This design comes from an exercise in tuning for small area and a short achievable clock period on the open sky130 flow, not from production work. At most, simulation tests tie the RTL to the original design; equivalence was not proved.

==> inputs of 05-25 <==
// runner_top
module runner_top #(
    parameter int FPS                  = 60,
    parameter int CLEAR_TIME           = 180,
    parameter int INVERT_FADE_DURATION = 720,
    parameter int TREX_BOXES           = 4,
    parameter int OBSTACLE_BOXES       = 6
) (
    input  logic                       clk,
    input  logic                       rst,
    input  logic                       jumping,
    input  logic                       painter_finished,
    input  logic                       invert_trigger,
    input  logic [TREX_BOXES*48-1:0]     trex_box,
    input  logic [OBSTACLE_BOXES*48-1:0] obstacle_box,
    output runner_pkg::game_state_t    state,
    output logic                       update,
    output logic                       start,
    output logic                       restart,
    output logic                       has_obstacles,
    output runner_pkg::frame_timer_t   timer,
    output runner_pkg::speed_t         speed,
    output runner_pkg::night_rate_t    night_rate
);
    logic crashed;
    logic run_step;
    frame_pacer #(
        .FPS(FPS)
    ) u_frame_pacer (
        .clk              (clk),
        .rst              (rst),
        .painter_finished (painter_finished),
        .update           (update),
        .timer            (timer)
    );
    collision_detector #(
        .TREX_BOXES     (TREX_BOXES),
        .OBSTACLE_BOXES (OBSTACLE_BOXES)
    ) u_collision_detector (
        .clk          (clk),
        .rst          (rst),
        .trex_box     (trex_box),
        .obstacle_box (obstacle_box),
        .crashed      (crashed)
    );
    game_fsm #(
        .CLEAR_TIME(CLEAR_TIME)
    ) u_game_fsm (
        .clk           (clk),
        .rst           (rst),
        .update        (update),
        .jumping       (jumping),
        .crashed       (crashed),
        .state         (state),
        .start         (start),
        .restart       (restart),
        .has_obstacles (has_obstacles),
        .speed         (speed),
        .run_step      (run_step)
    );
    night_fade #(
        .INVERT_FADE_DURATION(INVERT_FADE_DURATION)
    ) u_night_fade (
        .clk            (clk),
        .rst            (rst),
        .update         (update),
        .run_step       (run_step),
        .restart        (restart),
        .invert_trigger (invert_trigger),
        .night_rate     (night_rate)
  ...
==> module collision_detector, before the edit <==
module collision_detector #(
    parameter int TREX_BOXES     = 4,
    parameter int OBSTACLE_BOXES = 6
) (
    input  logic                       clk,
    input  logic                       rst,
    input  logic [TREX_BOXES*runner_pkg::BOX_W-1:0]     trex_box,
    input  logic [OBSTACLE_BOXES*runner_pkg::BOX_W-1:0] obstacle_box,
    output logic                       crashed
);
    localparam int CW = runner_pkg::COORD_W;
    localparam int NB = TREX_BOXES + OBSTACLE_BOXES;
    logic [CW-1:0] bx [NB];
    logic [CW-1:0] by [NB];
    logic [CW:0]   br [NB];    
    logic [CW:0]   bb [NB];    
    logic          bne[NB];    
    always_comb begin
        for (int k = 0; k < NB; k++) begin
            logic [runner_pkg::BOX_W-1:0] box;
            box = (k < TREX_BOXES) ? trex_box[k*runner_pkg::BOX_W +: runner_pkg::BOX_W]
                                   : obstacle_box[(k-TREX_BOXES)*runner_pkg::BOX_W +: runner_pkg::BOX_W];
            bx[k]  = box[3*CW +: CW];
            by[k]  = box[2*CW +: CW];
            br[k]  = runner_pkg::add12(box[3*CW +: CW], box[CW +: CW]);
            bb[k]  = runner_pkg::add12(box[2*CW +: CW], box[0 +: CW]);
            bne[k] = (|box[CW +: CW]) && (|box[0 +: CW]);
        end
    end
    logic any_hit;
    always_comb begin
        any_hit = 1'b0;
        for (int i = 0; i < TREX_BOXES; i++) begin
            for (int j = TREX_BOXES; j < NB; j++) begin
                if (bne[i] && bne[j]
                    && runner_pkg::lt13(bx[i], br[j])
                    && runner_pkg::lt13(bx[j], br[i])
                    && runner_pkg::lt13(by[i], bb[j])
                    && runner_pkg::lt13(by[j], bb[i])) begin
                    any_hit = 1'b1;
                end
            end
        end
    end
    always_ff @(posedge clk) begin
        if (rst) begin
            crashed <= 1'b0;
        end else begin
            crashed <= any_hit;
        end
    end
endmodule
Settings: LEC_CHECK=0, ABC_AREA=1, CAP_MARGIN=20, CORE_MARGIN=2, CORE_UTILIZATION=40, SLEW_MARGIN=20; clock period 6.0 ns.
run.sh (not shown) runs the stock make flow with config.mk's settings and CLKGATE_MAP_FILE= SYNTH_SCRIPT=/design/flow/synth_recipe.tcl, a recipe that flattens the netlist after the stock synthesis.
==> 08-08 (differences from 05-25) <==
--- a/flow/design.v
+++ b/flow/design.v
@@ -97,16 +97,14 @@
         end
     end
-    logic any_hit;
+    logic [TREX_BOXES*OBSTACLE_BOXES-1:0] pair_hit;
+    logic [TREX_BOXES*OBSTACLE_BOXES-1:0] pair_hit_q;
     always_comb begin
-        any_hit = 1'b0;
         for (int i = 0; i < TREX_BOXES; i++) begin
-            for (int j = TREX_BOXES; j < NB; j++) begin
-                if (bne[i] && bne[j]
-                    && runner_pkg::lt13(bx[i], br[j])
-                    && runner_pkg::lt13(bx[j], br[i])
-                    && runner_pkg::lt13(by[i], bb[j])
-                    && runner_pkg::lt13(by[j], bb[i])) begin
-                    any_hit = 1'b1;
-                end
+            for (int j = 0; j < OBSTACLE_BOXES; j++) begin
+                pair_hit[i*OBSTACLE_BOXES + j] = bne[i] && bne[TREX_BOXES + j]
+                    && runner_pkg::lt13(bx[i], br[TREX_BOXES + j])
+                    && runner_pkg::lt13(bx[TREX_BOXES + j], br[i])
+                    && runner_pkg::lt13(by[i], bb[TREX_BOXES + j])
+                    && runner_pkg::lt13(by[TREX_BOXES + j], bb[i]);
             end
         end
@@ -114,9 +112,10 @@
     always_ff @(posedge clk) begin
         if (rst) begin
-            crashed <= 1'b0;
+            pair_hit_q <= '0;
         end else begin
-            crashed <= any_hit;
+            pair_hit_q <= pair_hit;
         end
     end
+    assign crashed = |pair_hit_q;
 endmodule
 `timescale 1ns/100ps
--- a/flow/config.mk
+++ b/flow/config.mk
@@ -10,3 +10,4 @@
 export CORE_MARGIN = 2
 export CORE_UTILIZATION = 40
+export SETUP_SLACK_MARGIN = 2.5
 export SLEW_MARGIN = 20
==> 04-02 (differences from 05-25) <==
--- a/flow/design.v
+++ b/flow/design.v
@@ -23,14 +23,20 @@
     localparam night_rate_t MAX_NIGHT_RATE   = 8'd255;
     localparam night_rate_t NIGHT_RATE_DELTA = 8'd5;
-    function automatic logic [COORD_W:0] add12(logic [COORD_W-1:0] a, logic [COORD_W-1:0] b);
-        add12 = {1'b0, a} + {1'b0, b};
-    endfunction
-    function automatic logic lt13(logic [COORD_W-1:0] a, logic [COORD_W:0] b);
-        logic c;
-        c = 1'b0;
-        for (int k = 0; k < COORD_W; k++) begin
-            c = (b[k] & ~a[k]) | ((b[k] | ~a[k]) & c);
-        end
-        lt13 = b[COORD_W] | c;
+    function automatic logic boxes_overlap(collision_box_t a, collision_box_t b);
+        logic [COORD_W:0] a_right;
+        logic [COORD_W:0] a_bottom;
+        logic [COORD_W:0] b_right;
+        logic [COORD_W:0] b_bottom;
+        logic             non_empty;
+        a_right   = {1'b0, a.x} + {1'b0, a.w};
+        a_bottom  = {1'b0, a.y} + {1'b0, a.h};
+        b_right   = {1'b0, b.x} + {1'b0, b.w};
+        b_bottom  = {1'b0, b.y} + {1'b0, b.h};
+        non_empty = (a.w != '0) && (a.h != '0) && (b.w != '0) && (b.h != '0);
+        boxes_overlap = non_empty
+            && ({1'b0, a.x} < b_right)
+            && ({1'b0, b.x} < a_right)
+            && ({1'b0, a.y} < b_bottom)
+            && ({1'b0, b.y} < a_bottom);
     endfunction
 endpackage
@@ -78,38 +84,18 @@
     output logic                       crashed
 );
-    localparam int CW = runner_pkg::COORD_W;
-    localparam int NB = TREX_BOXES + OBSTACLE_BOXES;
-    logic [CW-1:0] bx [NB];
-    logic [CW-1:0] by [NB];
-    logic [CW:0]   br [NB];    
-    logic [CW:0]   bb [NB];    
-    logic          bne[NB];    
-    always_comb begin
-        for (int k = 0; k < NB; k++) begin
-            logic [runner_pkg::BOX_W-1:0] box;
-            box = (k < TREX_BOXES) ? trex_box[k*runner_pkg::BOX_W +: runner_pkg::BOX_W]
-                                   : obstacle_box[(k-TREX_BOXES)*runner_pkg::BOX_W +: runner_pkg::BOX_W];
-            bx[k]  = box[3*CW +: CW];
-            by[k]  = box[2*CW +: CW];
-            br[k]  = runner_pkg::add12(box[3*CW +: CW], box[CW +: CW]);
-            bb[k]  = runner_pkg::add12(box[2*CW +: CW], box[0 +: CW]);
-            bne[k] = (|box[CW +: CW]) && (|box[0 +: CW]);
-        end
-    end
-    logic any_hit;
+    logic [TREX_BOXES-1:0] trex_hit;
+    logic                  any_hit;
     always_comb begin
-        any_hit = 1'b0;
         for (int i = 0; i < TREX_BOXES; i++) begin
-            for (int j = TREX_BOXES; j < NB; j++) begin
-                if (bne[i] && bne[j]
-                    && runner_pkg::lt13(bx[i], br[j])
-                    && runner_pkg::lt13(bx[j], br[i])
-                    && runner_pkg::lt13(by[i], bb[j])
-                    && runner_pkg::lt13(by[j], bb[i])) begin
-                    any_hit = 1'b1;
+            trex_hit[i] = 1'b0;
+            for (int j = 0; j < OBSTACLE_BOXES; j++) begin
+                if (runner_pkg::boxes_overlap(trex_box[i*runner_pkg::BOX_W +: runner_pkg::BOX_W],
+                                              obstacle_box[j*runner_pkg::BOX_W +: runner_pkg::BOX_W])) begin
+                    trex_hit[i] = 1'b1;
                 end
             end
         end
     end
+    assign any_hit = |trex_hit;
     always_ff @(posedge clk) begin
         if (rst) begin
--- a/flow/config.mk
+++ b/flow/config.mk
@@ -6,5 +6,4 @@
 export NUM_CORES = 4
 export LEC_CHECK = 0
-export ABC_AREA = 1
 export CAP_MARGIN = 20
 export CORE_MARGIN = 2
==> 02-05 (differences from 05-25) <==
--- a/flow/design.v
+++ b/flow/design.v
@@ -97,16 +97,14 @@
         end
     end
-    logic any_hit;
+    logic [TREX_BOXES*OBSTACLE_BOXES-1:0] pair_hit;
+    logic [TREX_BOXES*OBSTACLE_BOXES-1:0] pair_hit_q;
     always_comb begin
-        any_hit = 1'b0;
         for (int i = 0; i < TREX_BOXES; i++) begin
-            for (int j = TREX_BOXES; j < NB; j++) begin
-                if (bne[i] && bne[j]
-                    && runner_pkg::lt13(bx[i], br[j])
-                    && runner_pkg::lt13(bx[j], br[i])
-                    && runner_pkg::lt13(by[i], bb[j])
-                    && runner_pkg::lt13(by[j], bb[i])) begin
-                    any_hit = 1'b1;
-                end
+            for (int j = 0; j < OBSTACLE_BOXES; j++) begin
+                pair_hit[i*OBSTACLE_BOXES + j] = bne[i] && bne[TREX_BOXES + j]
+                    && runner_pkg::lt13(bx[i], br[TREX_BOXES + j])
+                    && runner_pkg::lt13(bx[TREX_BOXES + j], br[i])
+                    && runner_pkg::lt13(by[i], bb[TREX_BOXES + j])
+                    && runner_pkg::lt13(by[TREX_BOXES + j], bb[i]);
             end
         end
@@ -114,9 +112,10 @@
     always_ff @(posedge clk) begin
         if (rst) begin
-            crashed <= 1'b0;
+            pair_hit_q <= '0;
         end else begin
-            crashed <= any_hit;
+            pair_hit_q <= pair_hit;
         end
     end
+    assign crashed = |pair_hit_q;
 endmodule
 `timescale 1ns/100ps
--- a/flow/config.mk
+++ b/flow/config.mk
@@ -10,3 +10,4 @@
 export CORE_MARGIN = 2
 export CORE_UTILIZATION = 40
+export SETUP_SLACK_MARGIN = 1.5
 export SLEW_MARGIN = 20
==> comparison table <==
item	08-08	02-05	05-25	04-02
Clock buffer count from CTS	9	9	5	5
Fill count	9107	9484	9333	8301
Share of synthesized area occupied by flip-flops and latches	4.626%	4.626%	3.334%	3.196%
Die Y-Extent	296.3 um	296.3 um	293.9 um	300.1 um
Share of post-route cells with drive strength above 1	17.26%	2.417%	4.049%	13.27%
Most numerous cell on the critical path	nand2_1	nand2_1	nand2_1	-
Storage element area	1582 um2	1582 um2	1121 um2	1121 um2
Transition time of the tightest slew-check pin	0.8879 ns	0.9496 ns	0.8510 ns	0.9938 ns
Routability cong.	1.077	1.077	1.129	1.096
Buffer count excluding the clock tree in the final layout	721	576	606	1106
Chip Width	296.3 um	296.3 um	293.9 um	300.1 um
Status	finished clean	finished clean	finished clean	finished clean
Achievable Freq	288.4 MHz	227.1 MHz	185.5 MHz	170.6 MHz
No functional check of the RTL was part of 05-25, 08-08 and 02-05.

re-timing with driven ports:
Ports are ideal in the flow. The routed layouts listed here were re-timed in OpenROAD.
Step 1: set_driving_cell puts a clkbuf_16 on clk and a buf_2 on each other input, an assumption about the parent block.
Step 2 times the ports against the registers' clock, not the clock port: input delays grow and output delays shrink by t, the midpoint of the rising clock arrivals with the driver on.
Slacks: no drivers / after step 1 / after step 2; pairs: no drivers / after step 1.
run | t (ns) | setup slack, ns | clock arrival spread, ns | worst slew at a driven data input, ns | pins driven straight from the clock port
05-25 | 0.359 | 0.610 / 0.635 / 0.276 | 0.021 / 0.021 | 0.16 | 1
08-08 | 0.405 | 2.532 / 2.468 / 2.063 | 0.009 / 0.009 | 0.16 | 1
04-02 | 0.359 | 0.138 / 0.148 / -0.211 | 0.016 / 0.015 | 0.13 | 1
02-05 | 0.401 | 1.597 / 1.580 / 1.179 | 0.007 / 0.007 | 0.15 | 1
Met with ideal ports but missed after step 2: setup timing in 04-02. The setup slack of 08-08, which loses most, moves by -0.064 ns with the drivers and by -0.469 ns with both steps.
